From an optimization exercise on the open Yosys and OpenROAD flow, aimed at small area; shortcuts taken in it are not production practice. In this exercise RTL edits were held to simulation tests only and were not proved equivalent to the original. Power figures rest on the tool's default switching activity, not on a simulated workload.

<file path="design.v">
`timescale 1ns/10ps
package lbus_rx_pkg;
	localparam int seg_count = 4;
	localparam int seg_bytes = 16;
	localparam int mty_width = 4;
	localparam int beat_bytes = seg_count * seg_bytes;
	typedef logic [seg_bytes*8-1:0] seg_data_t;
	typedef logic [seg_bytes-1:0] seg_keep_t;
	typedef logic [mty_width-1:0] seg_mty_t;
	typedef logic [beat_bytes*8-1:0] beat_data_t;
	typedef logic [beat_bytes-1:0] beat_keep_t;
endpackage
`timescale 1ns/10ps
module lbus_seg_decode (
	input logic rx_clk,
	input logic rst_n,
	input logic [lbus_rx_pkg::beat_bytes*8-1:0] rx_lbus_data,
	output logic [lbus_rx_pkg::beat_bytes*8-1:0] beat_data
);
	localparam int seg_bits = lbus_rx_pkg::seg_bytes * 8;
	localparam int seg_count = lbus_rx_pkg::seg_count;
	logic [lbus_rx_pkg::beat_bytes*8-1:0] data_1;
	always_ff @(posedge rx_clk) begin
		for (int k = 0; k < seg_count; k++)
			data_1[(seg_count-1-k)*seg_bits +: seg_bits] <= rx_lbus_data[k*seg_bits +: seg_bits];
		beat_data <= data_1;
	end
endmodule
`timescale 1ns/10ps
`timescale 1ns/10ps
`timescale 1ns/10ps
module lbus_rx_top #(
	parameter int rx_input_reg = 0,
	parameter int big_endian = 1
) (
	input logic rx_clk,
	input logic rst_n,
	input logic [lbus_rx_pkg::seg_count*lbus_rx_pkg::seg_bytes*8-1:0] rx_lbus_data,
	input logic [lbus_rx_pkg::seg_count-1:0] rx_lbus_ena,
	input logic [lbus_rx_pkg::seg_count-1:0] rx_lbus_eop,
	input logic [lbus_rx_pkg::seg_count*lbus_rx_pkg::mty_width-1:0] rx_lbus_mty,
	input logic [lbus_rx_pkg::seg_count-1:0] rx_lbus_err,
	output logic [lbus_rx_pkg::beat_bytes*8-1:0] m_axis_tdata,
	output logic [lbus_rx_pkg::beat_bytes-1:0] m_axis_tkeep,
	output logic m_axis_tlast,
	output logic m_axis_tvalid,
	output logic m_axis_tuser
);
	localparam int seg_count = lbus_rx_pkg::seg_count;
	logic [seg_count-1:0] ena_1, ena_2;
	logic [seg_count*4-1:0] cnt_1, cnt_2;
	logic last_1, last_2;
	logic user_1, user_2;
	logic pkt_err;
	logic any_valid;
	logic any_last;
	logic any_err;
	assign any_valid = |rx_lbus_ena;
	assign any_last = |(rx_lbus_ena & rx_lbus_eop);
	assign any_err = |(rx_lbus_ena & rx_lbus_err);
	lbus_seg_decode i_decode (
		.rx_clk(rx_clk),
		.rst_n(rst_n),
		.rx_lbus_data(rx_lbus_data),
		.beat_data(m_axis_tdata)
	);
	always_ff @(posedge rx_clk) begin
		for (int k = 0; k < seg_count; k++)
			cnt_1[4*k +: 4] <= rx_lbus_mty[4*k +: 4] & {4{rx_lbus_eop[k]}};
		last_1 <= any_last;
		user_1 <= any_last & (pkt_err | any_err);
		cnt_2 <= cnt_1;
		last_2 <= last_1;
		user_2 <= user_1;
	end
	always_ff @(posedge rx_clk or negedge rst_n) begin
		if (!rst_n) begin
			ena_1 <= '0;
			ena_2 <= '0;
			pkt_err <= 1'b0;
		end else begin
			ena_1 <= rx_lbus_ena;
			ena_2 <= ena_1;
			if (any_valid) begin
				pkt_err <= !any_last & (pkt_err | any_err);
			end
		end
	end
	for (genvar k = 0; k < seg_count; k++) begin : g_seg
		for (genvar j = 0; j < lbus_rx_pkg::seg_bytes; j++) begin : g_lane
			assign m_axis_tkeep[(seg_count-1-k)*lbus_rx_pkg::seg_bytes + j] =
				ena_2[k] & (cnt_2[4*k +: 4] <= 4'(j));
		end
	end
	assign m_axis_tvalid = |ena_2;
	assign m_axis_tlast = last_2;
	assign m_axis_tuser = user_2;
endmodule
</file>
<file path="flow/run.sh">
#!/bin/bash
# The standard layout, with the port buffers and the clock tree built from
# small cells. Runs in the standard flow's work folder; each tool's output goes to a log here.
set -euo pipefail
export BUFFER_PORTS_ARGS="-buffer_cell sky130_fd_sc_hd__buf_1"
export CTS_ARGS="-sink_clustering_enable -repair_clock_nets -dont_use_dummy_load -buf_list {sky130_fd_sc_hd__clkbuf_4 sky130_fd_sc_hd__clkbuf_8} -sink_clustering_size 20 -sink_clustering_max_diameter 60"
bash standard.sh finish > standard.log 2>&1
</file>
<file path="standard.sh">
#!/bin/bash
# synth_recipe.tcl (not shown) runs the flow's synth.tcl, then flattens the netlist and writes it again
# the make line also repeats each setting of config.mk as NAME=value (left out here)
make -C /OpenROAD-flow-scripts/flow DESIGN_CONFIG=/design/flow/config.mk WORK_HOME=/design/flow/orfs CLKGATE_MAP_FILE= SYNTH_SCRIPT=/design/flow/synth_recipe.tcl "${@:-finish}"
</file>
<file path="config.mk">
export PLATFORM = sky130hd
export DESIGN_NAME = lbus_rx_top
export DESIGN_NICKNAME = lbus_rx_top
export VERILOG_FILES = /design/flow/design.v
export SDC_FILE = /design/flow/constraint.sdc
export NUM_CORES = 4
export LEC_CHECK = 0
export CAP_MARGIN = 20
export CORE_AREA = 5 5 415 415
export DIE_AREA = 0 0 420 420
export SLEW_MARGIN = 20
</file>
<file path="constraint.sdc">
create_clock -name core_clock -period 3.5 [get_ports {rx_clk}]
set_input_delay 0.7000 -clock core_clock [delete_from_list [all_inputs] [get_ports {rx_clk}]]
set_output_delay 0.7000 -clock core_clock [all_outputs]
set_load 0.01 [all_outputs]
</file>
==> impl_metrics.ini, run 1 <==
[floorplan]
floorplan.initialDensity_pct = 13.3
die_area_mm2 = 0.176
die-width_um = 420
core.rowCount = 150
design.core.area_mm2 = 0.167
boundaryPins = 1121
die_height_um = 420

[clocking]
clk_root_buffer_cell = sky130_fd_sc_hd__clkbuf_8
cts-root-to-sink-buffers = 3
ctsResizeCount = 0
cts_clk_pin_slew_worst_paths_ps = 80
clk-insertion-delay-late_ps = 790
cts_tree = yes
cts_inserted_buffers = 99
ctsHtreeMaxLevel = 3
cts_num_sinks = 1069

[detailed_routing]
vias_per_cell = 3.06
routed_wire_length_per_instance_um = 23.0
drt_pass1_iterations = 5
drt.antenna.violating_nets = 0
1st_iter_drt_viols = 777
finalWirelength_mm = 120
routed-via-count = 15919
drt_drc_violations_left = 0

[cells_and_area]
layoutNonFillerInstCount = 5208
area_growth_pct = 61.8
mostFrequentLayoutCell = sky130_fd_sc_hd__buf_1
fraction_of_layout_instances_using_a_drive_strength_above_1_pct = 3.79
most-common-layout-cells = sky130_fd_sc_hd__buf_1, sky130_fd_sc_hd__dfxtp_1, sky130_fd_sc_hd__dlygate4sd3_1
number_of_nets_at_the_end_of_the_flow = 3474

[critical_path]
worstSetupPathType = reg2out
critPathLaunchType = flip-flop
regToRegEndpoint = user_1
crit_arrival_ps = 2230
reg2reg_setup_slack_ps = 2710
worstReg2RegStart = pkt_err
worstSetupEndpoint = m_axis_tkeep[23]
path_max_fanout = 9
crit_path_end_kind = primary output
critPathRequiredTime_ps = 2800
crit_start = cnt_2[11]
ff2ff_path_depth = 3

[sta]
finalWorstPathRequiredPeriod_ps = 2930
fmax_ghz = 0.341
finClkSkew_ps = 86.3
finalCritPeriodShare_pct = 83.8
post_layout_worst_setup_margin_ps = 566
unrepaired_setup_endpoints_after_global_routing = false
timing_worst_slew_pin_value_ps = 628
setup-violations-final = 0
totalNegativeSetupSlack_ps = 0
finalMaxSlewViolations = 0
final-hold-violation-count = 0
maxSlewHeadroom_pct = 58.1
fin_hold_ws_ps = 195

[power]
worst_ir_drop_vdd_uv = 313
cellLeakagePower_nw = 13.6
power.density_cell_area_mw_per_mm2 = 587
design_power_total_mw = 21.1

[run_status]
run_status = no timing/DRC/antenna violations

[global_route]
globalRoute.totalOverflow = 0
groute.usage.overall_pct = 12.9
grt_pass1_vias = 16272
grt_pass1_wl_mm = 150
antenna_violations_before_repair = 159
grt_max_degree = 21

[placed_design]
post-place-ws_ps = 1350
placed_cells_incl_taps = 4505
detailed_place_hpwl_mm = 100
gp_congestion = 0.893
io_buffer_count = 1120

[synthesis]
avgSynthCellArea_um2 = 18.6
yosys_warnings = 2
post_synth_instance_area_mm2 = 0.0222
ys_seq_elements = 1069
yosysSeqAreaShare_pct = 96.6
synth_cells = 1192
post_synth_cell_types = 26
synth_fp_nets = 1734

[flow_run]
cap_violations = 0

[worst_hold_path]
min-delay-path-class = in2reg
-- kinds of logic after synthesis --
family | Yosys count | share of synthesized area [%]
buffers and inverters | 23 | 0.637
and+or+nand+nor | 47 | 1.30
DFF | 1069 | 96.6
AOI/OAI and AO/OA | 53 | 1.49
-- synthesized netlist by cell type --
cell type / n / area (um2)
sky130_fd_sc_hd__buf_6: 7 / 78.8
sky130_fd_sc_hd__clkbuf_1: 3 / 11.3
sky130_fd_sc_hd__or2_4: 3 / 26.3
sky130_fd_sc_hd__a222oi_1: 1 / 10.0
sky130_fd_sc_hd__nor3_1: 2 / 10.0
sky130_fd_sc_hd__nor2_1: 12 / 45.0
sky130_fd_sc_hd__inv_1: 11 / 41.3
sky130_fd_sc_hd__a31oi_1: 12 / 75.1
sky130_fd_sc_hd__nand2b_1: 1 / 6.26
sky130_fd_sc_hd__a21o_1: 3 / 22.5
sky130_fd_sc_hd__a41oi_1: 4 / 35.0
sky130_fd_sc_hd__dfxtp_1: 1060 / 21200
sky130_fd_sc_hd__or3_1: 3 / 18.8
sky130_fd_sc_hd__a21oi_1: 24 / 120
sky130_fd_sc_hd__dfrtp_1: 9 / 225
sky130_fd_sc_hd__nand4_1: 1 / 6.26
sky130_fd_sc_hd__a21boi_0: 1 / 7.51
sky130_fd_sc_hd__a211oi_1: 1 / 7.51
sky130_fd_sc_hd__nand2b_4: 3 / 41.3
sky130_fd_sc_hd__nand2_1: 1 / 3.75
sky130_fd_sc_hd__a22oi_1: 2 / 15.0
sky130_fd_sc_hd__a21o_2: 1 / 8.76
sky130_fd_sc_hd__or2_2: 4 / 25.0
sky130_fd_sc_hd__o21a_1: 4 / 30.0
sky130_fd_sc_hd__buf_2: 2 / 10.0
sky130_fd_sc_hd__and2_1: 17 / 106
-- per-layer routing --
layer	global-route usage, %	vias to the layer above	wire length (um)
met5	0	-	552
met4	4.88	90	5000
met3	6.41	283	13000
met2	21.0	805	55900
met1	14.5	7491	45300
li1	-	7250	-
-- registers in the layout (all words and copies together) (netlist names) --
register,count
user_2,1
ena_1,4
pkt_err,1
last_2,1
i_decode.data_1,512
i_decode.beat_data,512
cnt_1,16
last_1,1
user_1,1
cnt_2,16
ena_2,4
-- layout make-up --
type / instances / area, um2
antenna: 74 / 185
multi-input combinational: 100 / 621
tap: 2204 / 2760
inverter: 11 / 41.3
clock buffer: 99 / 1360
timing repair buffer: 1651 / 9520
sequential: 1069 / 21400
fill: 17798 / 131000
-- critical path, stage by stage, from the launching register on --
cell and delay [ps]:
sky130_fd_sc_hd__dfxtp_1 580, sky130_fd_sc_hd__nand2b_1 490, sky130_fd_sc_hd__inv_1 190, sky130_fd_sc_hd__buf_1 170
-- timing repair --
action,CTS,global route
hold buffers,530,0
buffers inserted,0,0
hold endpoints to repair,538,0
-- worst min path at each step --
stage,to,startpoint,slack [ps],depth (start not counted)
6_report,cnt_1[10],rx_lbus_mty[10],200,2
3_5_place_dp,i_decode.beat_data[120],i_decode.data_1[120],310,0
5_1_grt,cnt_1[8],rx_lbus_mty[8],60,2
4_1_cts,cnt_1[8],rx_lbus_mty[8],20,2
3_3_place_gp,i_decode.beat_data[111],i_decode.data_1[111],310,0
2_1_floorplan,cnt_2[0],cnt_1[0],310,0
-- through the flow --
stage | area [um2] | util, %
after floorplan | 22200 | -
after global placement | 29100 | 17.4
after detailed placement | 29100 | 17.4
after CTS | 35700 | 21.4
after global routing | 35800 | 21.4
final | 35900 | 21.5
-- where the power goes --
group / total (mW) / leakage [nW] / internal [mW] / switching, mW
Sequential: 13.0 / 9.05 / 12.8 / 0.222
Combinational: 1.58 / 3.87 / 0.693 / 0.885
Clock: 6.45 / 0.712 / 2.49 / 3.96
==> run 2, diff against run 1 <==
--- a/config.mk
+++ b/config.mk
@@ -7,5 +7,5 @@
 export LEC_CHECK = 0
 export CAP_MARGIN = 20
-export CORE_AREA = 5 5 415 415
-export DIE_AREA = 0 0 420 420
+export CORE_AREA = 5 5 265 265
+export DIE_AREA = 0 0 270 270
 export SLEW_MARGIN = 20
==> run 2 against run 1 <==
The flow now stops in I/O pin placement (3_2_place_iop). Synthesized cell count unchanged. Area after synthesis unchanged.
==> impl_metrics.ini, run 2 <==
[synthesis]
post-synth-top-area-fraction_pct = 95.6
post-synth-top-count-cell = sky130_fd_sc_hd__dfxtp_1
synth-compound-area-share_pct = 1.49
synth_top_family_by_area = compound AO/OA/AOI/OAI gates
synth_fp_nets = 1734
post_synth_instance_area_mm2 = 0.0222
synth_area_leader_cell = sky130_fd_sc_hd__dfxtp_1
synth_cells = 1192
ys_top_cells_by_area = sky130_fd_sc_hd__dfxtp_1, sky130_fd_sc_hd__dfrtp_1, sky130_fd_sc_hd__a21oi_1, sky130_fd_sc_hd__and2_1, sky130_fd_sc_hd__buf_6
post_synth_cell_types = 26
synth-xor-area-share_pct = 0
yosysSeqAreaShare_pct = 96.6
synthMuxAreaShare_pct = 0
avgSynthCellArea_um2 = 18.6
synth_adder_area_share_pct = 0
ys_async_sr_fraction_pct = 0.842
ys_top_cells_by_count = sky130_fd_sc_hd__dfxtp_1, sky130_fd_sc_hd__a21oi_1, sky130_fd_sc_hd__and2_1
synth_ff_type = sky130_fd_sc_hd__dfxtp_1
synth_simple_gate_area_share_pct = 1.30
synth_edf_count = 0
ys_seq_elements = 1069
yosys_warnings = 2

[floorplan]
die_height_um = 270
die-width_um = 270
core.rowCount = 95
floorplan.initialDensity_pct = 33.1

[run_status]
outcome.stop_stage = I/O pin placement (3_2_place_iop)
flow.first_error = [ERROR PPL-0024] Number of IO pins (1121) exceeds maximum number of available positions (974). Increase the die perimeter from 1080.00um to 1524.56um.
run_status = did not finish
==> run 2: cell counts after synthesis <==
Identical to the previous run, type by type.
==> run 2: kinds of logic after synthesis <==
| family | Yosys count |
|---|---|
| DFF | 1069 |
| AOI/OAI and AO/OA | 53 |
| and+or+nand+nor | 47 |
| buffers and inverters | 23 |
==> run 3, diff against run 2 <==
--- a/flow/run.sh
+++ b/flow/run.sh
@@ -5,3 +5,4 @@
 export BUFFER_PORTS_ARGS="-buffer_cell sky130_fd_sc_hd__buf_1"
 export CTS_ARGS="-sink_clustering_enable -repair_clock_nets -dont_use_dummy_load -buf_list {sky130_fd_sc_hd__clkbuf_4 sky130_fd_sc_hd__clkbuf_8} -sink_clustering_size 20 -sink_clustering_max_diameter 60"
+export PLACE_PINS_ARGS="-min_distance 1 -min_distance_in_tracks"
 bash standard.sh finish > standard.log 2>&1
--- a/config.mk
+++ b/config.mk
@@ -6,6 +6,7 @@
 export NUM_CORES = 4
 export LEC_CHECK = 0
+export ABC_AREA = 1
 export CAP_MARGIN = 20
-export CORE_AREA = 5 5 265 265
-export DIE_AREA = 0 0 270 270
+export CORE_AREA = 5 5 325 325
+export DIE_AREA = 0 0 330 330
 export SLEW_MARGIN = 20
==> run 3 against run 2 <==
The run fails in global routing (5_1_grt). Area after synthesis shrank 0.26%. Synthesized cell count grew 3.0%.
==> impl_metrics.ini, run 3 <==
[synthesis]
post_synth_cell_types = 18
post_synth_instance_area_mm2 = 0.0221
yosys_warnings = 2
post-synth-top-count-cell = sky130_fd_sc_hd__dfxtp_1
ys_top_cells_by_area = sky130_fd_sc_hd__dfxtp_1, sky130_fd_sc_hd__dfrtp_1, sky130_fd_sc_hd__nand2_1, sky130_fd_sc_hd__inv_1, sky130_fd_sc_hd__a21oi_1
synth_area_leader_cell = sky130_fd_sc_hd__dfxtp_1
synth_cells = 1228
yosysSeqAreaShare_pct = 96.8
synth_ff_type = sky130_fd_sc_hd__dfxtp_1
ys_seq_elements = 1069
synth_fp_nets = 1770
ys_top_cells_by_count = sky130_fd_sc_hd__dfxtp_1, sky130_fd_sc_hd__nand2_1, sky130_fd_sc_hd__inv_1
avgSynthCellArea_um2 = 18.0
synth_edf_count = 0
ys_async_sr_fraction_pct = 0.842
post-synth-top-area-fraction_pct = 95.8

[clocking]
cts-root-to-sink-buffers = 3
ctsHtreeMaxLevel = 3
clk_root_buffer_cell = sky130_fd_sc_hd__clkbuf_8
cts_inserted_buffers = 81
cts_setup_buffers = 0
cts_num_sinks = 1069

[floorplan]
die_height_um = 330
boundaryPins = 1121
floorplan.initialDensity_pct = 21.8
core.rowCount = 117
die-width_um = 330

[global_route]
grt_pass1_vias = 18199
globalRoute.totalOverflow = 4
groute.usage.overall_pct = 15.2
grt_max_degree = 21
grt_pass1_wl_mm = 118

[placed_design]
io_buffer_count = 1120
placed_cells_incl_taps = 3716
gp_congestion = 0.944
detailed_place_hpwl_mm = 64.4

[run_status]
outcome.stop_stage = global routing (5_1_grt)
run_status = did not finish
flow.first_error = [ERROR GRT-0116] Global routing finished with congestion. Check the congestion regions in the DRC Viewer.
-- run 3: worst max path at each step --
stage | start | slack (ps) | to
after floorplan | ena_2[1] | 1910 | m_axis_tkeep[44]
after global placement | ena_2[1] | 1580 | m_axis_tkeep[44]
after detailed placement | ena_2[1] | 1590 | m_axis_tkeep[44]
after CTS | ena_2[1] | 710 | m_axis_tkeep[44]
-- run 3: through the flow --
step,setup WS (ps),instance area [um2]
detailed placement,1590,28100
floorplan,1910,22100
global placement,1580,28100
CTS,709,33800
-- run 3: logic make-up after synthesis --
family | count (synthesis) | share of synthesized area (%)
AND/OR/NAND/NOR | 93 | 1.86
AO/OA/AOI/OAI | 28 | 0.672
flip-flops | 1069 | 96.8
buffers and inverters | 38 | 0.644
-- run 3: power groups by stage --
stage,Sequential (mW),Clock (mW),Combinational (mW)
after global placement,13.3,0,0.893
after floorplan,13.4,0,0.0933
after detailed placement,13.3,0,0.900
after CTS,13.0,5.92,1.35
-- run 3: repair_timing --
action	in CTS
hold buffers	457
endpoints found under the hold margin	457
resized for setup	0
-- run 3: routing by layer --
| layer | track usage, % | GRT overflow |
|---|---|---|
| met5 | 0 | 0 |
| met4 | 15.1 | 1 |
| met3 | 7.62 | 0 |
| met2 | 25.1 | 3 |
| met1 | 13.2 | 0 |
==> run 4, diff against run 3 <==
==> run.sh (new file) <==
#!/bin/bash
# synth_recipe.tcl (not shown) runs the flow's synth.tcl, then flattens the netlist and writes it again
# the make line also repeats each setting of config.mk as NAME=value (left out here)
make -C /OpenROAD-flow-scripts/flow DESIGN_CONFIG=/design/flow/config.mk WORK_HOME=/design/flow/orfs CLKGATE_MAP_FILE= SYNTH_SCRIPT=/design/flow/synth_recipe.tcl finish
--- a/config.mk
+++ b/config.mk
@@ -6,7 +6,6 @@
 export NUM_CORES = 4
 export LEC_CHECK = 0
-export ABC_AREA = 1
 export CAP_MARGIN = 20
-export CORE_AREA = 5 5 325 325
-export DIE_AREA = 0 0 330 330
+export CORE_AREA = 5 5 415 415
+export DIE_AREA = 0 0 420 420
 export SLEW_MARGIN = 20
removed: flow/run.sh
removed: standard.sh
==> run 4 against run 3 <==
The run now finishes clean. Synthesized cell count decreased by 2.9%. Area after synthesis increased by 0.27%.
==> impl_metrics.ini, run 4 <==
[critical_path]
crit_path_end_kind = primary output
critPathLaunchType = flip-flop
path_max_fanout = 9
ff2ff_path_depth = 3
crit_arrival_ps = 2630
critPathRequiredTime_ps = 2800
worstSetupPathType = reg2out

[detailed_routing]
routed_wire_length_per_instance_um = 25.0
routed-via-count = 13916
1st_iter_drt_viols = 631
drt_drc_violations_left = 0
vias_per_cell = 2.93
drt_pass1_iterations = 4
finalWirelength_mm = 119
drt.antenna.violating_nets = 0

[clocking]
cts_inserted_buffers = 115
ctsHtreeMaxLevel = 3
cts_num_sinks = 1069
cts_clk_pin_slew_worst_paths_ps = 60
clk-insertion-delay-late_ps = 730
cts_tree = yes
cts-root-to-sink-buffers = 3
clk_root_buffer_cell = sky130_fd_sc_hd__clkbuf_16
cts_hold_buffers = 0

[sta]
final-hold-violation-count = 0
finalMaxSlewViolations = 0
finalCritPeriodShare_pct = 95.1
setup-violations-final = 0
totalNegativeSetupSlack_ps = 0
timing_worst_slew_pin_value_ps = 584
finClkSkew_ps = 50.2
fmax_ghz = 0.300
finalWorstPathRequiredPeriod_ps = 3330
unrepaired_setup_endpoints_after_global_routing = false
fin_hold_ws_ps = 284
maxSlewHeadroom_pct = 60.9

[synthesis]
synth_fp_nets = 1734
yosysSeqAreaShare_pct = 96.6
post_synth_cell_types = 26
synth_cells = 1192
yosys_warnings = 2
post-synth-top-count-cell = sky130_fd_sc_hd__dfxtp_1
synth_ff_type = sky130_fd_sc_hd__dfxtp_1
post-synth-top-area-fraction_pct = 95.6
avgSynthCellArea_um2 = 18.6
ys_async_sr_fraction_pct = 0.842
synth_edf_count = 0
ys_top_cells_by_area = sky130_fd_sc_hd__dfxtp_1, sky130_fd_sc_hd__dfrtp_1, sky130_fd_sc_hd__a21oi_1, sky130_fd_sc_hd__and2_1, sky130_fd_sc_hd__buf_6
synth_area_leader_cell = sky130_fd_sc_hd__dfxtp_1
ys_top_cells_by_count = sky130_fd_sc_hd__dfxtp_1, sky130_fd_sc_hd__a21oi_1, sky130_fd_sc_hd__and2_1
post_synth_instance_area_mm2 = 0.0222
ys_seq_elements = 1069

[floorplan]
die_area_mm2 = 0.176
design.core.area_mm2 = 0.167
core.rowCount = 150
die-width_um = 420
boundaryPins = 1121
floorplan.initialDensity_pct = 13.3
die_height_um = 420

[global_route]
globalRoute.totalOverflow = 0
grt_pass1_vias = 14353
grt_max_degree = 18
antenna_violations_before_repair = 162
groute.usage.overall_pct = 12.9
grt_pass1_wl_mm = 147

[run_status]
run_status = no timing/DRC/antenna violations

[cells_and_area]
fin_area_mm2 = 0.0402
fraction_of_layout_instances_using_a_drive_strength_above_1_pct = 8.28
biggestRegsByFlops = i_decode.beat_data: 512 flops, i_decode.data_1: 512 flops
fill_count = 17352
number_of_nets_at_the_end_of_the_flow = 2959
mostFrequentLayoutCell = sky130_fd_sc_hd__clkdlybuf4s50_1
most-common-layout-cells = sky130_fd_sc_hd__clkdlybuf4s50_1, sky130_fd_sc_hd__dfxtp_1, sky130_fd_sc_hd__clkbuf_16
area_growth_pct = 81.0

[power]
cellLeakagePower_nw = 15.7
switching_share_pct = 22.4
power.internal_mw = 21.5
combinationalPowerShare_pct = 6.6
sequential_fraction_of_design_power_pct = 47.2
p_sw_mw = 6.19
clkPwrFrac_pct = 46.2
worst_ir_drop_vdd_uv = 404
power.density_cell_area_mw_per_mm2 = 688
design_power_total_mw = 27.6

[flow_run]
cap_violations = 0

[worst_hold_path]
min-delay-path-class = in2async

[placed_design]
gp_congestion = 0.902
detailed_place_hpwl_mm = 102
io_buffer_count = 1120
postPlaceCellArea_mm2 = 0.0361
==> run 4: cell types whose count changed after synthesis, sizes merged, moves of 4 or more <==
cell and delta:
o21ai -12, a31oi +11, inv -27, a41oi +4
nand3 -4, a21o +4, nor2 -4, a21oi +12
and2 +17, nand2 -58, buf +9, o21a +4
nand2b +4
==> run 4: critical path: stages, from the launching register on <==
cell	delay [ps]
sky130_fd_sc_hd__dfxtp_1	390
sky130_fd_sc_hd__or2_2	360
sky130_fd_sc_hd__a31oi_1	490
sky130_fd_sc_hd__clkdlybuf4s50_1	660
==> run 4: final timing paths <==
check                                    start                      to  slack (ps)
min reg2reg                i_decode.data_1[17]  i_decode.beat_data[17]         290
min in group core_clock    i_decode.data_1[17]  i_decode.beat_data[17]         290
max reg2reg                            pkt_err                  user_1        2710
max in group asynchronous                rst_n                ena_2[0]        2870
min                                      rst_n                ena_2[1]         280
max                                   cnt_2[9]        m_axis_tkeep[28]         170
==> run 4: final cells by class <==
type	count	area, um2	share of cell area [%]
Tap cell	2204	2760	6.86
Antenna cell	33	82.6	0.205
Clock buffer	150	3210	7.98
Inverter	11	41.3	0.103
Clock inverter	61	836	2.08
Multi-Input combinational cell	100	623	1.55
Sequential cell	1069	21400	53.3
Timing Repair Buffer	1120	11200	27.9
==> run 4: cells by family after synthesis <==
group	share of synthesized area (%)
AO/OA/AOI/OAI	1.49
buffers and inverters	0.637
flip-flops	96.6
AND/OR/NAND/NOR	1.30
==> run 4: power groups by stage <==
stage,Sequential [mW],Combinational [mW],Clock [mW]
2_1_floorplan,13.4,0.106,0
3_3_place_gp,13.3,1.88,0
3_5_place_dp,13.3,1.88,0
4_1_cts,13.1,1.89,13.3
5_1_grt,13.1,1.90,13.8
6_report,13.0,1.82,12.8
==> run 4: metal layers <==
layer / part of all wire, % / global-route usage (%) / vias to the layer above
li1: - / - / 6294
met1: 36 / 13.3 / 6460
met2: 47 / 21.0 / 784
met3: 13 / 8.71 / 272
met4: 3.4 / 4.13 / 106
met5: 0.60 / 0 / -
==> run 4: through the flow <==
| step | instances | setup WS (ps) | util [%] |
|---|---|---|---|
| after floorplan | 1192 | 1700 | - |
| after global placement | 4504 | 866 | 21.6 |
| after detailed placement | 4504 | 834 | 21.6 |
| after CTS | 4715 | 65.9 | 24.0 |
| after global routing | 4718 | 89.2 | 24.0 |
| final | 4748 | 170 | 24.0 |
==> run 4: timing repair <==
item,in CTS,in global routing
resized for setup,1,0
setup buffers,0,0
setup endpoints to repair,1,0
==> run 5, diff against run 4 <==
==> flow/run.sh (new file) <==
#!/bin/bash
# The standard layout, with the port buffers and the clock tree built from
# small cells. Runs in the standard flow's work folder; each tool's output goes to a log here.
set -euo pipefail
export BUFFER_PORTS_ARGS="-buffer_cell sky130_fd_sc_hd__buf_1"
export CTS_ARGS="-sink_clustering_enable -repair_clock_nets -dont_use_dummy_load -root_buf sky130_fd_sc_hd__clkbuf_16 -buf_list {sky130_fd_sc_hd__clkbuf_8} -sink_clustering_size 20 -sink_clustering_max_diameter 60"
bash standard.sh finish > standard.log 2>&1
==> standard.sh (new file) <==
#!/bin/bash
# synth_recipe.tcl (not shown) runs the flow's synth.tcl, then flattens the netlist and writes it again
# the make line also repeats each setting of config.mk as NAME=value (left out here)
make -C /OpenROAD-flow-scripts/flow DESIGN_CONFIG=/design/flow/config.mk WORK_HOME=/design/flow/orfs CLKGATE_MAP_FILE= SYNTH_SCRIPT=/design/flow/synth_recipe.tcl "${@:-finish}"
--- a/config.mk
+++ b/config.mk
@@ -6,6 +6,7 @@
 export NUM_CORES = 4
 export LEC_CHECK = 0
+export ABC_AREA = 1
 export CAP_MARGIN = 20
-export CORE_AREA = 5 5 415 415
-export DIE_AREA = 0 0 420 420
+export CORE_AREA = 5 5 385 385
+export DIE_AREA = 0 0 390 390
 export SLEW_MARGIN = 20
removed: run.sh
==> run 5 against run 4 <==
Area after synthesis decreased by 0.26%. Final cell count decreased by 8.0%. Die area decreased by 14%. Largest power group unchanged. Setup slack improved by 810 ps. Routed wire length decreased by 13%.
==> impl_metrics.ini, run 5 <==
[floorplan]
design.core.area_mm2 = 0.143
core.rowCount = 139
boundaryPins = 1121
die_area_mm2 = 0.152
die_height_um = 390
die-width_um = 390
floorplan.initialDensity_pct = 15.4

[sta]
totalNegativeSetupSlack_ps = 0
final-hold-violation-count = 0
finalMaxSlewViolations = 0
fmax_ghz = 0.396
maxSlewHeadroom_pct = 42.4
unrepaired_setup_endpoints_after_global_routing = false
timing_worst_slew_pin_value_ps = 864
finalCritPeriodShare_pct = 72.1
fin_hold_ws_ps = 105
finClkSkew_ps = 71.2
setup-violations-final = 0
finalWorstPathRequiredPeriod_ps = 2520

[synthesis]
synth_area_leader_cell = sky130_fd_sc_hd__dfxtp_1
post-synth-top-area-fraction_pct = 95.8
synth_ff_type = sky130_fd_sc_hd__dfxtp_1
post_synth_instance_area_mm2 = 0.0221
post-synth-top-count-cell = sky130_fd_sc_hd__dfxtp_1
post_synth_cell_types = 18
yosysSeqAreaShare_pct = 96.8
yosys_warnings = 2
avgSynthCellArea_um2 = 18.0
ys_top_cells_by_area = sky130_fd_sc_hd__dfxtp_1, sky130_fd_sc_hd__dfrtp_1, sky130_fd_sc_hd__nand2_1, sky130_fd_sc_hd__inv_1, sky130_fd_sc_hd__a21oi_1
synth_cells = 1228
synth_edf_count = 0
ys_top_cells_by_count = sky130_fd_sc_hd__dfxtp_1, sky130_fd_sc_hd__nand2_1, sky130_fd_sc_hd__inv_1
ys_seq_elements = 1069
ys_async_sr_fraction_pct = 0.842
synth_fp_nets = 1770

[power]
worst_ir_drop_vdd_uv = 384
power.density_cell_area_mw_per_mm2 = 681
cellLeakagePower_nw = 11.6

[clocking]
ctsHtreeMaxLevel = 3
cts_inserted_buffers = 98
cts-root-to-sink-buffers = 3
ctsResizeCount = 0
cts_hold_buffers = 0
clk_root_buffer_cell = sky130_fd_sc_hd__clkbuf_16
cts_clk_pin_slew_worst_paths_ps = 110
cts_tree = yes
clk-insertion-delay-late_ps = 670
cts_num_sinks = 1069
cts_setup_buffers = 0

[cells_and_area]
mostFrequentLayoutCell = sky130_fd_sc_hd__buf_1
most-common-layout-cells = sky130_fd_sc_hd__buf_1, sky130_fd_sc_hd__dfxtp_1, sky130_fd_sc_hd__clkbuf_8
fraction_of_layout_instances_using_a_drive_strength_above_1_pct = 4.46
fill_count = 15598
number_of_nets_at_the_end_of_the_flow = 2990
biggestRegsByFlops = i_decode.beat_data: 512 flops, i_decode.data_1: 512 flops
layoutNonFillerInstCount = 4369
area_growth_pct = 36.5
fin_util_pct = 21.1

[critical_path]
timing.critical_path.slowest_stage_cell = sky130_fd_sc_hd__dfrtp_1
critPathRequiredTime_ps = 2800
crit_arrival_ps = 1820
cpLargestDelayFamily = flip-flops
critPathMostFrequentCell = sky130_fd_sc_hd__nand2_1
path_cells = nand2_1 -> or2_1 -> nand2_1 -> buf_1
critPathLaunchType = flip-flop
crit_path_end_kind = primary output
critical_path.n_buffers_inverters = 1
path_max_fanout = 5
cp_slowest_stage_delay_ps = 450
worstSetupPathType = reg2out

[detailed_routing]
finalWirelength_mm = 103
1st_iter_drt_viols = 491
drt_drc_violations_left = 0
routed-via-count = 13597
routed_wire_length_per_instance_um = 23.6
drt.antenna.violating_nets = 0
drt_pass1_iterations = 4
vias_per_cell = 3.11

[flow_run]
cap_violations = 0

[global_route]
grt_pass1_vias = 13945
globalRoute.totalOverflow = 0
grt_max_degree = 21
antenna_violations_before_repair = 124
groute.usage.overall_pct = 12.9
grt_pass1_wl_mm = 128

[worst_hold_path]
min-delay-path-class = in2reg

[placed_design]
gp_congestion = 0.890
detailed_place_hpwl_mm = 88.7
placed_cells_incl_taps = 4251
io_buffer_count = 1120

[run_status]
run_status = no timing/DRC/antenna violations
==> run 5: cell count changes in the layout (fill, tap and decap cells not counted), moves of 12 or more <==
cell                              delta
sky130_fd_sc_hd__buf_1            +1120
sky130_fd_sc_hd__inv_1              +27
sky130_fd_sc_hd__diode_2            -13
sky130_fd_sc_hd__bufinv_16          -13
sky130_fd_sc_hd__nand2_1            +54
sky130_fd_sc_hd__clkinv_2           -13
sky130_fd_sc_hd__clkdlybuf4s50_1  -1120
sky130_fd_sc_hd__clkbuf_8           +69
sky130_fd_sc_hd__clkbuf_1           -15
sky130_fd_sc_hd__and2_1             -17
sky130_fd_sc_hd__clkinv_4           -12
sky130_fd_sc_hd__a21oi_1            -12
sky130_fd_sc_hd__clkbuf_16         -106
==> run 5: report_power, final <==
part / internal [mW] / leakage, nW / total, mW / switching [mW]
clock: 2.72 / 0.751 / 6.56 / 3.84
sequential: 12.8 / 9.05 / 13.1 / 0.228
combinational: 0.302 / 1.83 / 0.967 / 0.665
total: 15.9 / 11.6 / 20.6 / 4.73
==> run 5: metal layers <==
metal	part of all wire [%]	GRT usage [%]	vias up
met5	0.079	0	-
met4	3.2	3.37	12
met3	16	10.1	308
met2	46	20.9	890
met1	34	12.9	6221
li1	-	-	6166
==> run 5: cell families after synthesis <==
group,Yosys count,synth area share [%]
buf+inv,38,0.644
simple gates,93,1.86
compound gates,28,0.672
flops,1069,96.8
==> run 5: final timing paths <==
| kind | start | to | slack (ps) | cells past startpoint |
|---|---|---|---|---|
| max reg2reg | pkt_err | pkt_err | 2670 | 4 |
| min | rx_lbus_data[130] | i_decode.data_1[258] | 100 | 1 |
| min reg2reg | i_decode.data_1[12] | i_decode.beat_data[12] | 270 | 0 |
| max in group asynchronous | rst_n | ena_2[0] | 2780 | 1 |
| max | ena_2[2] | m_axis_tkeep[26] | 980 | 4 |
| min in group asynchronous | rst_n | ena_1[0] | 110 | 1 |
==> run 5: cell type report <==
| cell class | instances | area (um2) | share of cell area [%] |
|---|---|---|---|
| sequential | 1069 | 21400 | 70.9 |
| inverter | 38 | 143 | 0.472 |
| clock buffer | 98 | 1450 | 4.80 |
| multi-input combinational | 121 | 561 | 1.85 |
| tap | 1903 | 2380 | 7.88 |
| timing repair buffer | 1120 | 4200 | 13.9 |
| antenna | 20 | 50.0 | 0.166 |
==> run 5: through the flow <==
step                instance area [um2]  power [mW]  setup slack [ps]
finish                            30200        20.6               977
floorplan                         22100        13.5              1910
global placement                  28700        14.3              1630
global route                      30200        21.6               809
detailed placement                28700        14.3              1630
CTS                               30200        21.1               843
==> run 6, diff against run 5 <==
==> flow/run.sh (replaced) <==
#!/bin/bash
# The standard layout, with the port buffers and the clock tree built from
# small cells. Runs in the standard flow's work folder; each tool's output goes to a log here.
set -euo pipefail
export BUFFER_PORTS_ARGS="-buffer_cell sky130_fd_sc_hd__buf_1"
export CTS_ARGS="-sink_clustering_enable -repair_clock_nets -dont_use_dummy_load -root_buf sky130_fd_sc_hd__clkbuf_16 -buf_list {sky130_fd_sc_hd__clkbuf_8 sky130_fd_sc_hd__clkbuf_16} -sink_clustering_size 24 -sink_clustering_max_diameter 80"
bash standard.sh finish > standard.log 2>&1
==> run 6 against run 5 <==
Largest power group unchanged. Still clean on timing, DRC and antenna. Count of clock-buffer cells in the layout decreased by 24. Clock power increased by 17%. Cell area increased by 1.5%. Utilization increased by 0.31 points. Via count decreased by 0.47%. First-iteration DRC count decreased by 5.1%. Largest cell class unchanged.
==> impl_metrics.ini, run 6 <==
[run_status]
run_status = no timing/DRC/antenna violations

[synthesis]
synth-xor-area-share_pct = 0
yosysSeqAreaShare_pct = 96.8
ys_seq_elements = 1069
avgSynthCellArea_um2 = 18.0
post_synth_cell_types = 18
ys_top_cells_by_count = sky130_fd_sc_hd__dfxtp_1, sky130_fd_sc_hd__nand2_1, sky130_fd_sc_hd__inv_1
post-synth-top-count-cell = sky130_fd_sc_hd__dfxtp_1
post_synth_instance_area_mm2 = 0.0221
synth_fp_nets = 1770
ys_async_sr_fraction_pct = 0.842
synth_area_leader_cell = sky130_fd_sc_hd__dfxtp_1
synth_simple_gate_area_share_pct = 1.86
post-synth-top-area-fraction_pct = 95.8
synth_ff_type = sky130_fd_sc_hd__dfxtp_1
synth_cells = 1228
synth_top_family_by_area = simple AND/OR/NAND/NOR gates
synth_edf_count = 0
synth-compound-area-share_pct = 0.672
synthMuxAreaShare_pct = 0
ys_top_cells_by_area = sky130_fd_sc_hd__dfxtp_1, sky130_fd_sc_hd__dfrtp_1, sky130_fd_sc_hd__nand2_1, sky130_fd_sc_hd__inv_1, sky130_fd_sc_hd__a21oi_1
synth_adder_area_share_pct = 0
yosys_warnings = 2

[flow_run]
cap_violations = 0

[sta]
final-hold-violation-count = 0
timing_worst_slew_pin_value_ps = 856
totalNegativeSetupSlack_ps = 0
setup-violations-final = 0
finalWorstPathRequiredPeriod_ps = 2530
finalMaxSlewViolations = 0
finalCritPeriodShare_pct = 72.4
finClkSkew_ps = 63.8
maxSlewHeadroom_pct = 42.9
unrepaired_setup_endpoints_after_global_routing = false
post_layout_worst_setup_margin_ps = 966
fin_hold_ws_ps = 108
fmax_ghz = 0.395

[placed_design]
detailed_place_hpwl_mm = 88.7
gp_congestion = 0.890
io_buffer_count = 1120
post-place-ws_ps = 1630

[floorplan]
boundaryPins = 1121
die_area_mm2 = 0.152
die_height_um = 390
design.core.area_mm2 = 0.143
floorplan.initialDensity_pct = 15.4
core.rowCount = 139
die-width_um = 390

[power]
clkPwrFrac_pct = 35.4
p_sw_mw = 4.84
worst_ir_drop_vdd_uv = 443
sequential_fraction_of_design_power_pct = 60.1
power.density_cell_area_mw_per_mm2 = 707
design_power_total_mw = 21.7
power.internal_mw = 16.9
cellLeakagePower_nw = 11.8
switching_share_pct = 22.3
combinationalPowerShare_pct = 4.5

[cells_and_area]
fraction_of_layout_instances_using_a_drive_strength_above_1_pct = 3.51
mostFrequentLayoutCell = sky130_fd_sc_hd__buf_1
fill_count = 15518
fin_util_pct = 21.4
most-common-layout-cells = sky130_fd_sc_hd__buf_1, sky130_fd_sc_hd__dfxtp_1, sky130_fd_sc_hd__clkbuf_16
area_growth_pct = 38.5
number_of_nets_at_the_end_of_the_flow = 2966
biggestRegsByFlops = i_decode.beat_data: 512 flops, i_decode.data_1: 512 flops

[clocking]
cts_tree = yes
ctsResizeCount = 0
cts_clk_pin_slew_worst_paths_ps = 90
cts_hold_buffers = 0
ctsHtreeMaxLevel = 3
cts_setup_buffers = 0
clk-insertion-delay-late_ps = 660
clk_root_buffer_cell = sky130_fd_sc_hd__clkbuf_16
cts-root-to-sink-buffers = 3
cts_inserted_buffers = 74
cts_num_sinks = 1069

[critical_path]
critPathRequiredTime_ps = 2800
critPathLaunchType = flip-flop
timing.critical_path.slowest_stage_cell = sky130_fd_sc_hd__dfrtp_1
path_cells = nand2_1 -> or2_1 -> nand2_1 -> buf_1
cp_slowest_stage_delay_ps = 440
critical_path.n_buffers_inverters = 1
crit_path_end_kind = primary output
critPathMostFrequentCell = sky130_fd_sc_hd__nand2_1
cpLargestDelayFamily = flip-flops
crit_arrival_ps = 1830
path_max_fanout = 5
worstSetupPathType = reg2out

[detailed_routing]
routed-via-count = 13533
1st_iter_drt_viols = 466
finalWirelength_mm = 103
drt_drc_violations_left = 0
vias_per_cell = 3.10
drt_pass1_iterations = 5
routed_wire_length_per_instance_um = 23.7
drt.antenna.violating_nets = 0

[global_route]
grt_max_degree = 25
globalRoute.totalOverflow = 0
grt_pass1_vias = 13884
antenna_violations_before_repair = 129
groute.usage.overall_pct = 12.9
grt_pass1_wl_mm = 128

[worst_hold_path]
min-delay-path-class = in2async
## run 6: cell counts after synthesis
No cell type changed its count.
## run 6: metal layers
metal  global-route usage, %  routed length, um  vias up
li1                        -                  -     6156
met1                    12.9              35600     6241
met2                    20.8              48200      837
met3                    9.30              16400      291
met4                    4.31               3050        8
met5                    1.56                 52        -
## run 6: path summary, 6_finish.rpt
check / to / start / cells after the start / slack [ps]
setup / recovery: m_axis_tkeep[26] / ena_2[2] / 4 / 970
hold / removal: ena_2[1] / rst_n / 1 / 110
setup reg to reg: pkt_err / pkt_err / 4 / 2670
hold reg to reg: i_decode.beat_data[370] / i_decode.data_1[370] / 0 / 280
max in group asynchronous: ena_2[0] / rst_n / 1 / 2790
min in group core_clock: i_decode.data_1[163] / rx_lbus_data[291] / 1 / 110
## run 6: cell families (layout without fill, tap and decap cells)
family,count (synthesis),count (layout)
buffers and inverters,38,1232
flip-flops,1069,1069
other,0,36
AND/OR/NAND/NOR,93,93
AO/OA/AOI/OAI,28,28
## run 6: cell type report
class / count / area [um2] / share of cell area, %
Multi-Input combinational cell: 121 / 561 / 1.83
Clock buffer: 74 / 1850 / 6.04
Tap cell: 1903 / 2380 / 7.76
Inverter: 38 / 143 / 0.465
Sequential cell: 1069 / 21400 / 69.9
Antenna cell: 36 / 90.1 / 0.294
Timing Repair Buffer: 1120 / 4200 / 13.7
## run 6: worst register-to-register path, stage by stage (launching register included)
cell                      delay (ps)
sky130_fd_sc_hd__dfrtp_1         390
sky130_fd_sc_hd__inv_1            60
sky130_fd_sc_hd__nand3_1          70
sky130_fd_sc_hd__nor2_1          150
sky130_fd_sc_hd__nor2_1           60
## run 6: metrics by stage
stage	std cells	instance area, um2
after floorplan	1228	22100
after global placement	4251	28700
after detailed placement	4251	28700
after CTS	4325	30600
after global routing	4351	30700
final	4361	30700
## run 6: power groups by stage
stage                     Combinational, mW  Clock [mW]  Sequential, mW
after floorplan                      0.0933           0            13.4
after global placement                0.989           0            13.3
after detailed placement              0.987           0            13.3
after CTS                             0.993        8.09            13.1
after global routing                   1.07        8.49            13.1
final                                 0.966        7.68            13.1
==> run 7, diff against run 6 <==
--- a/design.v
+++ b/design.v
@@ -49,5 +49,5 @@
 	localparam int seg_count = lbus_rx_pkg::seg_count;
 	logic [seg_count-1:0] ena_1, ena_2;
-	logic [seg_count*4-1:0] cnt_1, cnt_2;
+	logic [seg_count*4-1:0] ncnt_1, ncnt_2;
 	logic last_1, last_2;
 	logic user_1, user_2;
@@ -67,8 +67,8 @@
 	always_ff @(posedge rx_clk) begin
 		for (int k = 0; k < seg_count; k++)
-			cnt_1[4*k +: 4] <= rx_lbus_mty[4*k +: 4] & {4{rx_lbus_eop[k]}};
+			ncnt_1[4*k +: 4] <= ~(rx_lbus_mty[4*k +: 4] & {4{rx_lbus_eop[k]}});
 		last_1 <= any_last;
 		user_1 <= any_last & (pkt_err | any_err);
-		cnt_2 <= cnt_1;
+		ncnt_2 <= ncnt_1;
 		last_2 <= last_1;
 		user_2 <= user_1;
@@ -88,8 +88,29 @@
 	end
 	for (genvar k = 0; k < seg_count; k++) begin : g_seg
-		for (genvar j = 0; j < lbus_rx_pkg::seg_bytes; j++) begin : g_lane
-			assign m_axis_tkeep[(seg_count-1-k)*lbus_rx_pkg::seg_bytes + j] =
-				ena_2[k] & (cnt_2[4*k +: 4] <= 4'(j));
+		logic e;
+		logic na1, na0, nb1, nb0;
+		logic [3:0] ng;  
+		logic [2:0] nt;  
+		logic [15:0] keep;
+		assign e = ena_2[k];
+		assign {na1, na0, nb1, nb0} = ncnt_2[4*k +: 4];
+		assign ng[0] = ~(e & na1 & na0);
+		assign ng[1] = ~(e & na1);
+		assign ng[2] = ~(e & (na1 | na0));
+		assign ng[3] = ~e;
+		assign nt[0] = ~(nb1 & nb0);
+		assign nt[1] = ~nb1;
+		assign nt[2] = ~(nb1 | nb0);
+		for (genvar h = 0; h < 4; h++) begin : g_grp
+			for (genvar l = 0; l < 3; l++) begin : g_lane
+				if (h == 0) begin : g_first
+					assign keep[l] = ~(ng[0] | nt[l]);
+				end else begin : g_rest
+					assign keep[4*h+l] = ~(ng[h] | (ng[h-1] & nt[l]));
+				end
+			end
+			assign keep[4*h+3] = ~ng[h];
 		end
+		assign m_axis_tkeep[(seg_count-1-k)*lbus_rx_pkg::seg_bytes +: lbus_rx_pkg::seg_bytes] = keep;
 	end
 	assign m_axis_tvalid = |ena_2;
==> flow/run.sh (replaced) <==
#!/bin/bash
# The standard layout, with the port buffers and the clock tree built from
# small cells. Runs in the standard flow's work folder; each tool's output goes to a log here.
set -euo pipefail
export BUFFER_PORTS_ARGS="-buffer_cell sky130_fd_sc_hd__buf_1"
export CTS_ARGS="-sink_clustering_enable -repair_clock_nets -dont_use_dummy_load -root_buf sky130_fd_sc_hd__clkbuf_16 -buf_list {sky130_fd_sc_hd__clkbuf_8} -sink_clustering_size 20 -sink_clustering_max_diameter 60"
bash standard.sh finish > standard.log 2>&1
==> run 7 against run 6 <==
Sequential share of layout area increased by 1.3 points. Largest cell class unchanged. Via count increased by 1.0%. Combinational power increased by 2.2%. Sequential power about the same. First-iteration DRC count increased by 25%. Worst hold slack improved by 10 ps. Critical path type unchanged. Clock power decreased by 15%. Critical path depth decreased by 1. Cell area decreased by 1.8%. Die area unchanged. Non-clock buffer count increased by 3. Final cell count decreased by 0.30%.
==> impl_metrics.ini, run 7 <==
[sta]
post_layout_worst_setup_margin_ps = 534
unrepaired_setup_endpoints_after_global_routing = false
maxSlewHeadroom_pct = 54.0
setup-violations-final = 0
fmax_ghz = 0.337
finalWorstPathRequiredPeriod_ps = 2970
timing_worst_slew_pin_value_ps = 689
finClkSkew_ps = 95.2
finalCritPeriodShare_pct = 84.7
totalNegativeSetupSlack_ps = 0
finalMaxSlewViolations = 0
fin_hold_ws_ps = 119
final-hold-violation-count = 0

[clocking]
ctsHtreeMaxLevel = 3
cts_num_sinks = 1069
clk_root_buffer_cell = sky130_fd_sc_hd__clkbuf_16
clk-insertion-delay-late_ps = 660
cts-root-to-sink-buffers = 3
cts_tree = yes
cts_clk_pin_slew_worst_paths_ps = 110
cts_inserted_buffers = 98
cts_setup_buffers = 0

[cells_and_area]
mostFrequentLayoutCell = sky130_fd_sc_hd__buf_1
area_growth_pct = 36.3
fraction_of_layout_instances_using_a_drive_strength_above_1_pct = 4.11
layoutNonFillerInstCount = 4348
fin_util_pct = 21.0
number_of_nets_at_the_end_of_the_flow = 2979
fin_area_mm2 = 0.0301
fill_count = 15556
most-common-layout-cells = sky130_fd_sc_hd__buf_1, sky130_fd_sc_hd__dfxtp_1, sky130_fd_sc_hd__clkbuf_8
biggestRegsByFlops = i_decode.beat_data: 512 flops, i_decode.data_1: 512 flops

[critical_path]
critical_path.n_buffers_inverters = 1
ff2ff_path_depth = 4
cp_slowest_stage_delay_ps = 520
crit_start = ncnt_2[13]
worstReg2RegStart = pkt_err
critPathLaunchType = flip-flop
worstSetupPathType = reg2out
path_cells = nand2_1 -> a21oi_1 -> buf_1
critPathRequiredTime_ps = 2800
reg2reg_setup_slack_ps = 2680
timing.critical_path.slowest_stage_cell = sky130_fd_sc_hd__buf_1
crit_arrival_ps = 2270
cpLargestDelayFamily = buffers and inverters
path_max_fanout = 4
regToRegEndpoint = pkt_err
crit_path_end_kind = primary output

[placed_design]
placed_cells_incl_taps = 4239
io_buffer_count = 1120
post-place-ws_ps = 1130
postPlaceCellArea_mm2 = 0.0286
gp_congestion = 0.901
detailed_place_hpwl_mm = 90.8

[detailed_routing]
drt.antenna.violating_nets = 0
drt_drc_violations_left = 0
routed_wire_length_per_instance_um = 24.2
1st_iter_drt_viols = 583
drt_pass1_iterations = 4
routed-via-count = 13671
vias_per_cell = 3.14
finalWirelength_mm = 105

[synthesis]
ys_seq_elements = 1069
synth_ff_type = sky130_fd_sc_hd__dfxtp_1
synth_edf_count = 0
synth_cells = 1222
yosysSeqAreaShare_pct = 97.1
ys_async_sr_fraction_pct = 0.842
ys_top_cells_by_area = sky130_fd_sc_hd__dfxtp_1, sky130_fd_sc_hd__dfrtp_1, sky130_fd_sc_hd__nand2_1, sky130_fd_sc_hd__nor2_1, sky130_fd_sc_hd__inv_1
post-synth-top-area-fraction_pct = 96.0
avgSynthCellArea_um2 = 18.1
yosys_warnings = 2
synth_area_leader_cell = sky130_fd_sc_hd__dfxtp_1
post_synth_instance_area_mm2 = 0.0221
ys_top_cells_by_count = sky130_fd_sc_hd__dfxtp_1, sky130_fd_sc_hd__nand2_1, sky130_fd_sc_hd__nor2_1
post_synth_cell_types = 11
post-synth-top-count-cell = sky130_fd_sc_hd__dfxtp_1
synth_fp_nets = 1764

[flow_run]
cap_violations = 0

[power]
design_power_total_mw = 20.6
cellLeakagePower_nw = 11.6
power.density_cell_area_mw_per_mm2 = 683
worst_ir_drop_vdd_uv = 392

[worst_hold_path]
hold_path_startpoint = rx_lbus_data[246]
hold-path-cell-count = 1
worst_hold_endpoint = i_decode.data_1[374]
min-delay-path-class = in2reg

[floorplan]
core.rowCount = 139
floorplan.initialDensity_pct = 15.4
boundaryPins = 1121
design.core.area_mm2 = 0.143
die_area_mm2 = 0.152
die_height_um = 390
die-width_um = 390

[global_route]
globalRoute.totalOverflow = 0
groute.usage.overall_pct = 13.1
grt_max_degree = 21
antenna_violations_before_repair = 118
grt_pass1_vias = 13839
grt_pass1_wl_mm = 130

[run_status]
run_status = no timing/DRC/antenna violations
==> run 7: cell types whose count changed after synthesis, moves of 4 or more <==
cell,before,now
sky130_fd_sc_hd__nand2_2,4,0
sky130_fd_sc_hd__buf_4,0,8
sky130_fd_sc_hd__o21ai_1,5,0
sky130_fd_sc_hd__inv_1,38,31
sky130_fd_sc_hd__or2_1,6,0
sky130_fd_sc_hd__a21oi_1,12,4
sky130_fd_sc_hd__o21ai_0,7,20
sky130_fd_sc_hd__nor2_1,15,32
==> run 7: logic make-up (layout without fill, tap and decap cells) <==
group / count (synthesis) / in the layout / synth area share [%]
simple gates: 86 / 86 / 1.48
flops: 1069 / 1069 / 97.1
buf+inv: 39 / 1252 / 0.799
compound gates: 28 / 28 / 0.657
other cells: 0 / 10 / 0
==> run 7: per-layer routing <==
metal / routed length [um] / vias to the layer above / track usage [%]
met2: 48100 / 824 / 21.2
met4: 3040 / 8 / 3.14
met1: 40000 / 6422 / 15.0
met5: 59 / - / 0
li1: - / 6117 / -
met3: 14000 / 300 / 7.45
==> run 7: how the worst max path moves through the flow <==
stage	end	cells past startpoint
floorplan	m_axis_tkeep[0]	4
global placement	m_axis_tkeep[4]	3
detailed placement	m_axis_tkeep[4]	3
CTS	m_axis_tkeep[4]	3
global route	m_axis_tkeep[4]	3
finish	m_axis_tkeep[4]	3
==> run 7: layout make-up <==
| type | count | area, um2 | area share (%) |
|---|---|---|---|
| Multi-Input combinational cell | 114 | 472 | 1.57 |
| Tap cell | 1903 | 2380 | 7.91 |
| Inverter | 31 | 116 | 0.386 |
| Timing Repair Buffer | 1123 | 4230 | 14.0 |
| Sequential cell | 1069 | 21400 | 71.2 |
| Clock buffer | 98 | 1450 | 4.81 |
| Antenna cell | 10 | 25.0 | 0.0831 |
==> run 7: worst register-to-register path: stages (launching register included) <==
cell                      delay, ps
sky130_fd_sc_hd__dfrtp_1        370
sky130_fd_sc_hd__inv_1           60
sky130_fd_sc_hd__nand3_1         70
sky130_fd_sc_hd__nor2_1         150
sky130_fd_sc_hd__nor2_1          70
==> run 7: power by group <==
part	leakage, nW	total (mW)	internal, mW	switching (mW)
combinational	1.80	0.987	0.297	0.690
sequential	9.05	13.0	12.8	0.219
clock	0.751	6.55	2.73	3.83
total	11.6	20.6	15.9	4.73
==> run 7: timing repair <==
item                       4_1_cts  5_1_grt
resized for setup                0        0
hold endpoints to repair         9        0
setup endpoints to repair        0        0
hold buffers                     1        0
==> run 8, diff against run 7 <==
==> flow/run.sh (replaced) <==
#!/bin/bash
# The standard layout, with the port buffers and the clock tree built from
# small cells. Runs in the standard flow's work folder; each tool's output goes to a log here.
set -euo pipefail
export BUFFER_PORTS_ARGS="-buffer_cell sky130_fd_sc_hd__buf_1"
export CTS_ARGS="-sink_clustering_enable -repair_clock_nets -dont_use_dummy_load -root_buf sky130_fd_sc_hd__clkbuf_16 -buf_list {sky130_fd_sc_hd__clkbuf_8} -sink_clustering_size 18 -sink_clustering_max_diameter 120"
bash standard.sh finish > standard.log 2>&1
==> run 8 against run 7 <==
First-iteration DRC count shrank 2.4%. Critical path depth is the same. Area after synthesis is the same. Global-route usage is essentially flat. Sequential power is essentially flat. Cell area shrank 1.3%.
==> impl_metrics.ini, run 8 <==
[run_status]
run_status = no timing/DRC/antenna violations

[clocking]
cts_hold_buffers = 1
ctsHtreeMaxLevel = 3
cts_tree = yes
clk-insertion-delay-late_ps = 620
cts_inserted_buffers = 71
cts_clk_pin_slew_worst_paths_ps = 120
cts_setup_buffers = 0
ctsResizeCount = 0
cts_num_sinks = 1069
cts-root-to-sink-buffers = 3
clk_root_buffer_cell = sky130_fd_sc_hd__clkbuf_16

[worst_hold_path]
min-delay-path-class = in2reg
hold-path-cell-count = 1

[synthesis]
synth_fp_nets = 1764
synth_area_leader_cell = sky130_fd_sc_hd__dfxtp_1
yosysSeqAreaShare_pct = 97.1
synth_ff_type = sky130_fd_sc_hd__dfxtp_1
yosys_warnings = 2
post_synth_cell_types = 11
ys_top_cells_by_count = sky130_fd_sc_hd__dfxtp_1, sky130_fd_sc_hd__nand2_1, sky130_fd_sc_hd__nor2_1
ys_top_cells_by_area = sky130_fd_sc_hd__dfxtp_1, sky130_fd_sc_hd__dfrtp_1, sky130_fd_sc_hd__nand2_1, sky130_fd_sc_hd__nor2_1, sky130_fd_sc_hd__inv_1
ys_seq_elements = 1069
post-synth-top-count-cell = sky130_fd_sc_hd__dfxtp_1
ys_async_sr_fraction_pct = 0.842
synth_edf_count = 0
post-synth-top-area-fraction_pct = 96.0
post_synth_instance_area_mm2 = 0.0221
synth_cells = 1222
avgSynthCellArea_um2 = 18.1

[cells_and_area]
fin_util_pct = 20.7
fill_count = 15587
area.sequential_mm2 = 0.0214
fraction_of_layout_instances_using_a_drive_strength_above_1_pct = 3.03
mostFrequentLayoutCell = sky130_fd_sc_hd__buf_1
area_growth_pct = 34.6
number_of_nets_at_the_end_of_the_flow = 2952
biggestRegsByFlops = i_decode.beat_data: 512 flops, i_decode.data_1: 512 flops
most-common-layout-cells = sky130_fd_sc_hd__buf_1, sky130_fd_sc_hd__dfxtp_1, sky130_fd_sc_hd__clkbuf_8
multi_input_comb_area_um2 = 472

[floorplan]
core.rowCount = 139
design.core.area_mm2 = 0.143
die_height_um = 390
die-width_um = 390
boundaryPins = 1121
die_area_mm2 = 0.152
floorplan.initialDensity_pct = 15.4

[sta]
setup-violations-final = 0
timing_worst_slew_pin_value_ps = 697
post_layout_worst_setup_margin_ps = 500
final-hold-violation-count = 0
fmax_ghz = 0.333
maxSlewHeadroom_pct = 53.4
fin_hold_ws_ps = 144
finClkSkew_ps = 57.9
unrepaired_setup_endpoints_after_global_routing = false
finalWorstPathRequiredPeriod_ps = 3000
totalNegativeSetupSlack_ps = 0
finalCritPeriodShare_pct = 85.7
finalMaxSlewViolations = 0

[placed_design]
post-place-ws_ps = 1130
io_buffer_count = 1120
detailed_place_hpwl_mm = 90.8
gp_congestion = 0.901

[detailed_routing]
finalWirelength_mm = 105
drt.antenna.violating_nets = 0
routed-via-count = 13524
drt_drc_violations_left = 0
vias_per_cell = 3.13
drt_pass1_iterations = 4
1st_iter_drt_viols = 569
routed_wire_length_per_instance_um = 24.4

[global_route]
grt_pass1_vias = 13660
grt_pass1_wl_mm = 131
grt_max_degree = 19
globalRoute.totalOverflow = 0
antenna_violations_before_repair = 118
groute.usage.overall_pct = 13.1

[power]
power.density_cell_area_mw_per_mm2 = 667
design_power_total_mw = 19.8
worst_ir_drop_vdd_uv = 453
cellLeakagePower_nw = 11.4

[critical_path]
critPathRequiredTime_ps = 2800
crit_arrival_ps = 2300
critical_path_cell_count = 3
timing.critical_path.slowest_stage_cell = sky130_fd_sc_hd__buf_1
critPathLaunchType = flip-flop
ff2ff_path_depth = 4
cp_slowest_stage_delay_ps = 510
critical_path.n_buffers_inverters = 1
worstSetupPathType = reg2out
cpLargestDelayFamily = buffers and inverters
crit_path_end_kind = primary output
path_cells = nand2_1 -> a21oi_1 -> buf_1
path_max_fanout = 4

[flow_run]
cap_violations = 0
[run 8: report_power, final]
part	switching (mW)	total, mW	internal (mW)
combinational	0.689	0.985	0.297
sequential	0.219	13.0	12.8
clock	3.73	5.81	2.08
total	4.64	19.8	15.2
[run 8: through the flow]
| stage | instance area [um2] | instances |
|---|---|---|
| after floorplan | 22100 | 1222 |
| after global placement | 28600 | 4239 |
| after detailed placement | 28600 | 4239 |
| after CTS | 29700 | 4311 |
| after global routing | 29700 | 4312 |
| final | 29700 | 4318 |
[run 8: worst paths after layout]
kind | startpoint | end | slack (ps)
min | rx_lbus_data[406] | i_decode.data_1[22] | 140
max in group asynchronous | rst_n | ena_1[1] | 2680
max | ncnt_2[13] | m_axis_tkeep[4] | 500
min in group asynchronous | rst_n | ena_2[0] | 560
min reg2reg | i_decode.data_1[401] | i_decode.beat_data[401] | 300
max reg2reg | pkt_err | pkt_err | 2670
[run 8: per-layer routing]
layer | GRT usage (%) | vias up | routed length, um
met5 | 0 | - | 74
met4 | 2.95 | 10 | 2880
met3 | 7.21 | 280 | 13800
met2 | 21.3 | 802 | 48300
met1 | 15.2 | 6373 | 40400
li1 | - | 6059 | -
[run 8: layout make-up]
| type | count | share of cell area (%) |
|---|---|---|
| Sequential cell | 1069 | 72.1 |
| Timing Repair Buffer | 1123 | 14.2 |
| Tap cell | 1903 | 8.01 |
| Clock buffer | 71 | 3.63 |
| Multi-Input combinational cell | 114 | 1.59 |
| Inverter | 31 | 0.391 |
| Antenna cell | 7 | 0.0589 |
[run 8: worst register-to-register path, delay by kind of cell (launching register included)]
kind / cells / cell delay [ps]
and+or+nand+nor: 3 / 280
DFF: 1 / 390
buffers and inverters: 1 / 60
[run 8: cells by family after synthesis]
kind of cell	after synthesis	share of synthesized area, %
flip-flops	1069	97.1
AND/OR/NAND/NOR	86	1.48
buffers and inverters	39	0.799
AO/OA/AOI/OAI	28	0.657
==> run 9, diff against run 8 <==
--- a/config.mk
+++ b/config.mk
@@ -8,5 +8,5 @@
 export ABC_AREA = 1
 export CAP_MARGIN = 20
-export CORE_AREA = 5 5 385 385
-export DIE_AREA = 0 0 390 390
+export CORE_AREA = 5 5 555 95
+export DIE_AREA = 0 0 560 100
 export SLEW_MARGIN = 20
==> run 9 against run 8 <==
Sequential share of layout area is 4.4 points higher. Die area decreased by 63%. Clock power is 7.9% lower. Setup slack better by 560 ps. Area after synthesis stayed put. Routed wire length decreased by 38%. Highest routed layer unchanged.
==> impl_metrics.ini, run 9 <==
[synthesis]
post-synth-top-area-fraction_pct = 96.0
synth_fp_nets = 1764
yosys_warnings = 2
yosysSeqAreaShare_pct = 97.1
post_synth_cell_types = 11
ys_top_cells_by_count = sky130_fd_sc_hd__dfxtp_1, sky130_fd_sc_hd__nand2_1, sky130_fd_sc_hd__nor2_1
synth_ff_type = sky130_fd_sc_hd__dfxtp_1
ys_seq_elements = 1069
synth_edf_count = 0
post-synth-top-count-cell = sky130_fd_sc_hd__dfxtp_1
synth_cells = 1222
post_synth_instance_area_mm2 = 0.0221
ys_async_sr_fraction_pct = 0.842
ys_top_cells_by_area = sky130_fd_sc_hd__dfxtp_1, sky130_fd_sc_hd__dfrtp_1, sky130_fd_sc_hd__nand2_1, sky130_fd_sc_hd__nor2_1, sky130_fd_sc_hd__inv_1
avgSynthCellArea_um2 = 18.1
synth_area_leader_cell = sky130_fd_sc_hd__dfxtp_1

[cells_and_area]
area_growth_pct = 26.9
layoutNonFillerInstCount = 3068
biggestRegsByFlops = i_decode.beat_data: 512 flops, i_decode.data_1: 512 flops
mostFrequentLayoutCell = sky130_fd_sc_hd__buf_1
most-common-layout-cells = sky130_fd_sc_hd__buf_1, sky130_fd_sc_hd__dfxtp_1, sky130_fd_sc_hd__clkbuf_8
fraction_of_layout_instances_using_a_drive_strength_above_1_pct = 2.87
number_of_nets_at_the_end_of_the_flow = 2947
fin_util_pct = 58.6

[clocking]
cts_num_sinks = 1069
cts_inserted_buffers = 69
cts_setup_buffers = 0
cts_clk_pin_slew_worst_paths_ps = 120
cts-root-to-sink-buffers = 3
ctsHtreeMaxLevel = 3
cts_tree = yes
clk_root_buffer_cell = sky130_fd_sc_hd__clkbuf_16
cts_hold_buffers = 0
clk-insertion-delay-late_ps = 580
ctsResizeCount = 0

[floorplan]
boundaryPins = 1121
die_area_mm2 = 0.0560
floorplan.initialDensity_pct = 46.2
die-width_um = 560
die_height_um = 100
design.core.area_mm2 = 0.0478
core.rowCount = 32

[critical_path]
crit_path_end_kind = primary output
timing.critical_path.slowest_stage_cell = sky130_fd_sc_hd__dfrtp_1
critical_path.n_buffers_inverters = 3
worstSetupPathType = reg2out
cpLargestDelayFamily = flip-flops
critPathRequiredTime_ps = 2800
crit_arrival_ps = 1740
critPathLaunchType = flip-flop
path_cells = nand2_1 -> inv_1 -> nand2_1 -> inv_1 -> buf_1
path_max_fanout = 11
cp_slowest_stage_delay_ps = 420

[global_route]
use_met2_pct = 40.3
antenna_violations_before_repair = 15
grt_pass1_vias = 12894
groute.usage.overall_pct = 22.0
globalRoute.totalOverflow = 0
grt_max_degree = 19
grt.met3_usage_pct = 4.56
gr-max-usage-layer = met2
globalRouteMet1Util_pct = 27.9
grt_pass1_wl_mm = 87.9

[placed_design]
placed_cells_incl_taps = 2997
gp_congestion = 0.960
detailed_place_hpwl_mm = 52.7
post-place-ws_ps = 1710
io_buffer_count = 1120

[sta]
maxSlewHeadroom_pct = 37.2
finalCritPeriodShare_pct = 69.7
fmax_ghz = 0.410
post_layout_worst_setup_margin_ps = 1060
final-hold-violation-count = 0
unrepaired_setup_endpoints_after_global_routing = false
setup-violations-final = 0
totalNegativeSetupSlack_ps = 0
finClkSkew_ps = 42.8
finalWorstPathRequiredPeriod_ps = 2440
timing_worst_slew_pin_value_ps = 942
finalMaxSlewViolations = 0

[power]
clkPwrFrac_pct = 27.8
combinationalPowerShare_pct = 4.3
switching_share_pct = 22.3
p_sw_mw = 4.29
power.density_cell_area_mw_per_mm2 = 686
sequential_fraction_of_design_power_pct = 67.8
worst_ir_drop_vdd_uv = 241
power.internal_mw = 14.9
cellLeakagePower_nw = 11.3

[detailed_routing]
drt_pass1_iterations = 5
routed-via-count = 12435
vias_per_cell = 4.05
routed_wire_length_per_instance_um = 21.2
finalWirelength_mm = 64.9
drt.antenna.violating_nets = 0
drt_drc_violations_left = 0
1st_iter_drt_viols = 754

[run_status]
run_status = no timing/DRC/antenna violations

[flow_run]
cap_violations = 0

[worst_hold_path]
min-delay-path-class = in2reg
run 9: cell counts after synthesis:
No cell type changed its count.
run 9: cell type report:
cell class / instances / area, um2
well taps: 663 / 830
inverters: 31 / 116
diodes: 2 / 5.00
multi-input cells: 114 / 472
flip-flops and latches: 1069 / 21400
clock buffers: 69 / 961
repair buffers: 1120 / 4200
fillers: 4059 / 19800
run 9: worst reg2reg max path, cell delays in order (launching register included):
cell                      delay [ps]
sky130_fd_sc_hd__dfrtp_1         390
sky130_fd_sc_hd__inv_1            90
sky130_fd_sc_hd__nand3_1          80
sky130_fd_sc_hd__nor2_1          240
sky130_fd_sc_hd__nor2_1           90
run 9: path summary, 6_finish.rpt:
check | from | end | slack (ps) | depth (start not counted)
worst min register to register | i_decode.data_1[451] | i_decode.beat_data[451] | 280 | 0
worst max-delay path | ena_2[1] | m_axis_tkeep[35] | 1060 | 5
min in group asynchronous | rst_n | ena_2[1] | 220 | 1
max in group asynchronous | rst_n | pkt_err | 2690 | 1
worst min-delay path | rx_lbus_data[486] | i_decode.data_1[102] | 200 | 1
worst max register to register | pkt_err | user_1 | 2520 | 4
run 9: cell families after synthesis:
logic type | after synthesis | synth area share [%]
AO/OA/AOI/OAI | 28 | 0.657
buffers and inverters | 39 | 0.799
flip-flops | 1069 | 97.1
AND/OR/NAND/NOR | 86 | 1.48
run 9: stage by stage:
step	power [mW]	hold slack [ps]	cell area, um2
floorplan	13.5	310	22100
global placement	14.1	310	27100
detailed placement	14.2	312	27100
CTS	19.4	138	28000
global route	20.1	130	28000
finish	19.2	197	28000
run 9: power groups by stage:
| stage | clock network, mW | registers [mW] | logic [mW] |
|---|---|---|---|
| floorplan | 0 | 13.4 | 0.0936 |
| global placement | 0 | 13.3 | 0.840 |
| detailed placement | 0 | 13.3 | 0.850 |
| CTS | 5.51 | 13.0 | 0.854 |
| global route | 6.06 | 13.1 | 0.899 |
| finish | 5.35 | 13.0 | 0.834 |
run 9: routing by layer:
| layer | part of all wire [%] | vias to the layer above |
|---|---|---|
| li1 | - | 6041 |
| met4 | 0.96 | 2 |
| met1 | 41 | 6085 |
| met5 | 0.020 | - |
| met2 | 53 | 240 |
| met3 | 4.7 | 67 |

Setup slack of run 9, layout unchanged: 1.060 ns with ideal ports, 0.998 ns with driving cells assumed (clock clkbuf_16, inputs buf_2), 1.619 ns with port delays also shifted by the 0.621 ns mid clock arrival.
